Source: an optimization exercise on an open RTL-to-GDS flow (aim: small area and few clock cycles). Production flows keep margins and buffers that such runs may drop.
Function not checked in this run: the RTL went through the layout flow alone.
No activity file was given, so power comes from the tool's default toggle rates.

File: flow/config.mk
export PLATFORM = sky130hd
export DESIGN_NAME = match_token_emitter
export DESIGN_NICKNAME = match_token_emitter
export VERILOG_FILES = /design/flow/design.v
export SDC_FILE = /design/flow/constraint.sdc
export NUM_CORES = 4
export LEC_CHECK = 0
export CAP_MARGIN = 20
export CORE_MARGIN = 2
export CORE_UTILIZATION = 40
export SLEW_MARGIN = 20
File: flow/design.v
`timescale 1ns / 1ps
package mte_pkg;
  localparam int POS_BITS = 32;
  localparam int MIN_LEN_BITS = 8;
  localparam logic [MIN_LEN_BITS-1:0] MIN_LEN_RESET = MIN_LEN_BITS'(32);
  localparam logic MODE_MATCH     = 1'b0;
  localparam logic MODE_BLOCK_END = 1'b1;
  typedef logic [POS_BITS-1:0] pos_t;
  typedef struct packed {
    logic        mode;
    logic [31:0] dest_pos;
    logic [31:0] src_pos;
    logic [31:0] match_len;
    logic [31:0] block_len;
  } item_t;
  typedef struct packed {
    logic        is_block_end;
    logic [31:0] literal_start;
    logic [31:0] literal_len;
    logic [31:0] src_offset;
    logic [31:0] kept_len;
    logic [31:0] block_unmatched;
    logic [31:0] block_matched;
    logic [31:0] block_overlap;
  } token_t;
  typedef struct packed {
    pos_t cursor;
    pos_t unmatched_count;
    pos_t matched_count;
    pos_t overlap_count;
  } state_t;
endpackage
`timescale 1ns / 1ps
module mte_step (
  input  mte_pkg::item_t                        item,
  input  mte_pkg::state_t                       state,
  input  logic [mte_pkg::MIN_LEN_BITS-1:0]      min_len,
  output logic                                  emit,
  output mte_pkg::token_t                       token,
  output mte_pkg::state_t                       state_next
);
  always_comb begin
    mte_pkg::pos_t             d;
    mte_pkg::pos_t             s;
    mte_pkg::pos_t             len;
    mte_pkg::pos_t             blen;
    mte_pkg::pos_t             ov;
    mte_pkg::pos_t             len_kept;
    mte_pkg::pos_t             d_kept;
    mte_pkg::pos_t             s_kept;
    mte_pkg::pos_t             ov_add;
    mte_pkg::pos_t             lit;
    mte_pkg::pos_t             unm;
    logic [mte_pkg::POS_BITS:0] end_pos;
    logic                      behind;
    d    = item.dest_pos[mte_pkg::POS_BITS-1:0];
    s    = item.src_pos[mte_pkg::POS_BITS-1:0];
    len  = item.match_len[mte_pkg::POS_BITS-1:0];
    blen = item.block_len[mte_pkg::POS_BITS-1:0];
    behind = d < state.cursor;
    ov     = state.cursor - d;
    if (behind) begin
      len_kept = len - ov;
      d_kept   = state.cursor;
      s_kept   = s + ov;
      ov_add   = ov;
    end else begin
      len_kept = len;
      d_kept   = d;
      s_kept   = s;
      ov_add   = '0;
    end
    lit     = d_kept - state.cursor;
    end_pos = {1'b0, d_kept} + {1'b0, len_kept};
    emit       = 1'b0;
    token      = '0;
    state_next = state;
    unm        = '0;
    if (item.mode == mte_pkg::MODE_BLOCK_END) begin
      lit = (blen > state.cursor) ? blen - state.cursor : '0;
      unm = state.unmatched_count + lit;
      emit                  = 1'b1;
      token.is_block_end    = 1'b1;
      token.literal_start   = 32'(state.cursor);
      token.literal_len     = 32'(lit);
      token.block_unmatched = 32'(unm);
      token.block_matched   = 32'(state.matched_count);
      token.block_overlap   = 32'(state.overlap_count);
      state_next            = '0;
    end else if ((behind && ov >= len) ||
                 (len_kept < mte_pkg::POS_BITS'(min_len))) begin
      state_next.overlap_count = state.overlap_count + len;
    end else begin
      emit                       = 1'b1;
      token.literal_start        = 32'(state.cursor);
      token.literal_len          = 32'(lit);
      token.src_offset           = 32'(s_kept);
      token.kept_len             = 32'(len_kept);
      state_next.overlap_count   = state.overlap_count + ov_add;
      state_next.matched_count   = state.matched_count + len_kept;
      state_next.unmatched_count = state.unmatched_count + lit;
      state_next.cursor = end_pos[mte_pkg::POS_BITS] ? '1
                                                     : end_pos[mte_pkg::POS_BITS-1:0];
    end
  end
endmodule
`timescale 1ns / 1ps
module match_token_emitter (
  input  logic                              clk,
  input  logic                              rst,
  input  logic                              item_valid,
  output logic                              item_ready,
  input  mte_pkg::item_t                    item,
  output logic                              token_valid,
  input  logic                              token_ready,
  output mte_pkg::token_t                   token,
  input  logic                              cfg_valid,
  output logic                              cfg_ready,
  input  logic [mte_pkg::MIN_LEN_BITS-1:0]  cfg_min_match_len
);
  logic [mte_pkg::MIN_LEN_BITS-1:0] min_len;
  logic                             held_valid;
  mte_pkg::item_t                   held;
  mte_pkg::state_t                  state;
  mte_pkg::state_t                  state_next;
  mte_pkg::token_t                  token_next;
  logic                             emit;
  logic                             advance;
  assign cfg_ready  = 1'b1;
  assign advance    = held_valid && (!token_valid || token_ready);
  assign item_ready = !held_valid || advance;
  always_ff @(posedge clk) begin
    if (rst) begin
      min_len <= mte_pkg::MIN_LEN_RESET;
    end else if (cfg_valid && cfg_ready) begin
      min_len <= cfg_min_match_len;
    end
  end
  always_ff @(posedge clk) begin
    if (rst) begin
      held_valid <= 1'b0;
    end else if (item_ready) begin
      held_valid <= item_valid;
    end
  end
  always_ff @(posedge clk) begin
    if (item_valid && item_ready) begin
      held <= item;
    end
  end
  mte_step u_step (
    .item       (held),
    .state      (state),
    .min_len    (min_len),
    .emit       (emit),
    .token      (token_next),
    .state_next (state_next)
  );
  always_ff @(posedge clk) begin
    if (rst) begin
      state       <= '0;
      token_valid <= 1'b0;
    end else if (advance) begin
      state       <= state_next;
      token_valid <= emit;
    end else if (token_ready) begin
      token_valid <= 1'b0;
    end
  end
  always_ff @(posedge clk) begin
    if (advance) begin
      token <= token_next;
    end
  end
endmodule
File: flow/run.sh
#!/bin/bash
# synth_recipe.tcl (not shown) runs the flow's synth.tcl, then flattens the netlist and writes it again
# the make line also repeats each setting of config.mk as NAME=value (left out here)
make -C /OpenROAD-flow-scripts/flow DESIGN_CONFIG=/design/flow/config.mk WORK_HOME=/design/flow/orfs CLKGATE_MAP_FILE= SYNTH_SCRIPT=/design/flow/synth_recipe.tcl finish
File: flow/constraint.sdc
create_clock -name core_clock -period 10.0 [get_ports {clk}]
set_input_delay 2.0000 -clock core_clock [delete_from_list [all_inputs] [get_ports {clk}]]
set_output_delay 2.0000 -clock core_clock [all_outputs]
set_load 0.01 [all_outputs]
==> impl_metrics.py <==
metrics = {
    "run_status": {
        "status": "no timing/DRC/antenna violations",
    },
    "cts": {
        "cts_tree": "built",
        "clockBufferDepth": 3,
        "hold_buffers": 0,
        "cts_sinks": 492,
        "numCtsBuffers": 57,
        "path_clk_slew_ns": 0.07,
        "htree_levels": 2,
        "clkLatencyLatePin_ns": 0.65,
        "cts_root_buf": "clkbuf_16",
    },
    "place": {
        "dp_hpwl_um": 90200,
        "numPortBuffers": 368,
        "dp_worst_setup_slack_ns": 0.422,
        "finalWeightedCongestion": 0.981,
        "place_area_um2": 39800,
    },
    "synthesis": {
        "syn_area_um2": 34800,
        "yosysSeqAreaShare_pct": 38.5,
        "ys_types": 98,
        "synthArstFlopShare_pct": 0,
        "synth_flop_cell": "edfxtp_1",
        "syn_nets": 4293,
        "synth_cells": 3817,
        "yosys_warnings": 2,
        "ys_ff_latch": 492,
        "synth_edf_count": 354,
        "avgSynthCellArea_um2": 9.11,
    },
    "timing": {
        "period_minus_slack_ns": 9.38,
        "slew_headroom_pct": 30.5,
        "finalCritPeriodShare_pct": 93.8,
        "tightest_slew_ns": 1.03,
        "timing.fmax_ghz": 0.107,
        "slew_violations": 0,
        "timing.final.ws_setup_ns": 0.619,
        "setup_viol": 0,
        "finClkSkew_ns": 0.0323,
        "finalHoldViolCount": 0,
    },
    "die": {
        "initial_core_util_pct": 40.2,
        "dieArea_um2": 89300,
        "rows": 108,
        "coreArea_um2": 86500,
        "fp.dieH_um": 299,
        "pin_count": 370,
        "die_w_um": 299,
    },
    "min_path": {
        "hold_class": "reg2reg",
    },
    "grt": {
        "grt_max_degree": 74,
        "grt_pass1_wl_um": 174000,
        "grt_pass1_vias": 28900,
        "grt_overflow": 0,
        "top_usage_layer": "met2",
        "antenna_found_initial": 9,
        "use_met2_pct": 41.2,
        "track_usage_pct": 25.3,
        "met1_usage_pct": 33.8,
        "gr-usage-met3_pct": 3.78,
    },
    "critical_path": {
        "reg2reg_to": "state[30]$_SDFFE_PP0P_",
        "path_class": "reg2reg",
        "rrSetupSlack_ns": 0.62,
        "cp_slowest_cell": "a2111oi_0",
        "worst_path_most_repeated_cell": "a21o_1",
        "endpoint_kind": "flop",
        "max_stage_delay_ns": 0.43,
        "cp-startpoint": "state[96]$_SDFFE_PP0P_",
        "crit_family": "compound AO/OA/AOI/OAI gates",
        "worstPathRequired_ns": 10.55,
        "rr_startpoint": "state[96]$_SDFFE_PP0P_",
        "r2r_cells": 45,
        "crit_arrival_ns": 9.93,
        "crit_path_start_kind": "flop",
        "cp_max_fo": 6,
        "critical_path_depth": 45,
        "cp-endpoint": "state[30]$_SDFFE_PP0P_",
        "crit_buf_inv": 4,
    },
    "route": {
        "drt_wl_total_um": 117000,
        "vias": 30000,
        "first_pass_iters": 5,
        "vias_per_cell": 5.58,
        "drc": 0,
        "wl_per_cell_um": 21.8,
        "drt_iter0_markers": 2243,
        "ant_nets": 0,
    },
    "final_layout": {
        "multi_input_area_um2": 20000,
        "final_cell_mix": "nand2_1 (372), clkdlybuf4s50_1 (367), nor2_1 (365)",
        "synthToLayoutAreaGrowth_pct": 20.2,
        "n_fill_cell": 8321,
        "nNetsFinal": 4644,
        "mostFrequentLayoutCell": "nand2_1",
        "seq_area_um2": 13400,
        "post-route-cell-area_um2": 41800,
        "drive_gt1_share_pct": 5.07,
    },
    "pwr": {
        "ir_drop_mv": 0.119,
        "power_mw": 6.73,
        "p_leak_nw": 17.0,
        "p_per_area_nw_per_um2": 161,
    },
    "flow_run": {
        "cap_violations": 0,
    },
}
## logic make-up after synthesis
kind of cell               count (synthesis)  synth area share (%)
other                                      1                0.0108
muxes                                     20                 0.583
buffers and inverters                    341                  3.95
xor gates and xnor gates                 254                  6.44
and+or+nand+nor                         1251                  16.9
AOI/OAI and AO/OA                       1118                  21.2
DFF                                      492                  38.5
adders and majority gates                340                  12.4
## sequential cells by signal, indices dropped and copies added, names as in the netlist
signal / flops
held_valid: 1
min_len: 8
token: 225
token_valid: 1
held: 129
state: 128
## timing repair
action                     CTS  global route
buffers inserted             0             1
setup endpoints to repair    0             6
hold endpoints to repair     0             0
resized for setup            0             5
## through the flow
stage / setup TNS (ns) / hold slack [ns] / util [%] / cells
floorplan: 0 / 0.424 / - / 3817
global placement: 0 / 0.443 / 46.0 / 5263
detailed placement: 0 / 0.451 / 46.0 / 5263
CTS: 0 / 0.459 / 48.3 / 5371
global route: -0.0105 / 0.480 / 48.3 / 5373
finish: 0 / 0.468 / 48.3 / 5373
## worst min-delay path by stage
stage,start,to,slack (ns),depth (start not counted)
floorplan,held[128]$_DFFE_PP_,token[224]$_DFFE_PP_,0.42,0
global placement,state[53]$_SDFFE_PP0P_,state[53]$_SDFFE_PP0P_,0.44,1
detailed placement,state[53]$_SDFFE_PP0P_,state[53]$_SDFFE_PP0P_,0.45,1
CTS,state[53]$_SDFFE_PP0P_,state[53]$_SDFFE_PP0P_,0.46,1
global route,state[53]$_SDFFE_PP0P_,state[53]$_SDFFE_PP0P_,0.48,1
finish,state[53]$_SDFFE_PP0P_,state[53]$_SDFFE_PP0P_,0.47,1
## synth_stat cells (all sizes together) (9+ instances only)
cell type | count | area share [%]
a211o | 14 | 0.35
a211oi | 46 | 1.0
a21o | 142 | 3.1
a21oi | 336 | 4.9
a22o | 12 | 0.30
a22oi | 33 | 0.71
a31o | 11 | 0.28
a31oi | 22 | 0.41
and2 | 85 | 1.5
and3 | 47 | 0.85
and4 | 9 | 0.23
buf | 54 | 0.85
clkbuf | 87 | 0.94
dfxtp | 138 | 7.9
edfxtp | 354 | 31
fa | 10 | 0.58
ha | 324 | 12
inv | 199 | 2.1
mux2i | 18 | 0.52
nand2 | 373 | 4.0
nand2b | 53 | 0.95
nand3 | 93 | 1.3
nand4 | 38 | 0.68
nor2 | 367 | 4.0
nor2b | 25 | 0.45
nor3 | 71 | 1.0
nor3b | 13 | 0.28
nor4 | 17 | 0.31
o211ai | 18 | 0.39
o21a | 47 | 1.0
o21ai | 200 | 2.9
o21bai | 44 | 0.95
o22ai | 9 | 0.16
o2bb2ai | 22 | 0.55
o31ai | 61 | 1.3
or2 | 10 | 0.18
or3 | 19 | 0.34
or4 | 15 | 0.32
xnor2 | 155 | 3.9
xor2 | 98 | 2.5
## layout make-up
class / instances / area share [%]
Sequential cell: 492 / 32.1
Timing Repair Buffer: 433 / 10.0
Clock inverter: 35 / 0.940
Tap cell: 1155 / 3.46
Antenna cell: 1 / 0.00599
Clock buffer: 73 / 3.73
Inverter: 200 / 1.82
Multi-Input combinational cell: 2984 / 48.0
## power breakdown
group          switching (mW)  internal, mW
Sequential             0.0778          2.33
Combinational            1.27         0.874
Clock                   0.925          1.26
## routing by layer
| metal | up-vias | share of wire, % | routed length, µm |
|---|---|---|---|
| met5 | - | 0.056 | 66 |
| met4 | 10 | 4.5 | 5210 |
| met3 | 214 | 5.9 | 6860 |
| met2 | 972 | 45 | 52800 |
| met1 | 14100 | 44 | 52000 |
| li1 | 14700 | - | - |

==> what the ideal ports hide <==
The results above use ideal ports. As a check the final layout listed here was re-extracted and re-timed, cells and wires unchanged. Step 1 assumes that a clkbuf_16 drives the clock port and a buf_2 every other input. Step 2, shift: input delay + t, output delay - t, t = (earliest + latest rising clock arrival at the registers) / 2. This alone moves slack from input paths to output paths. Slacks: ideal ports / drivers / drivers and shift; pairs: ideal ports / drivers.
shift t [ns]: 0.702
setup WS [ns]: 0.619 / 0.619 / 0.619
worst data-port slew with drivers (ns): 0.13
cell pins on the clock port's net: 1
After both steps setup and hold are still met in this run. For this run, drivers alone change the setup slack by 0.000 ns; drivers and shift together by 0.000 ns.
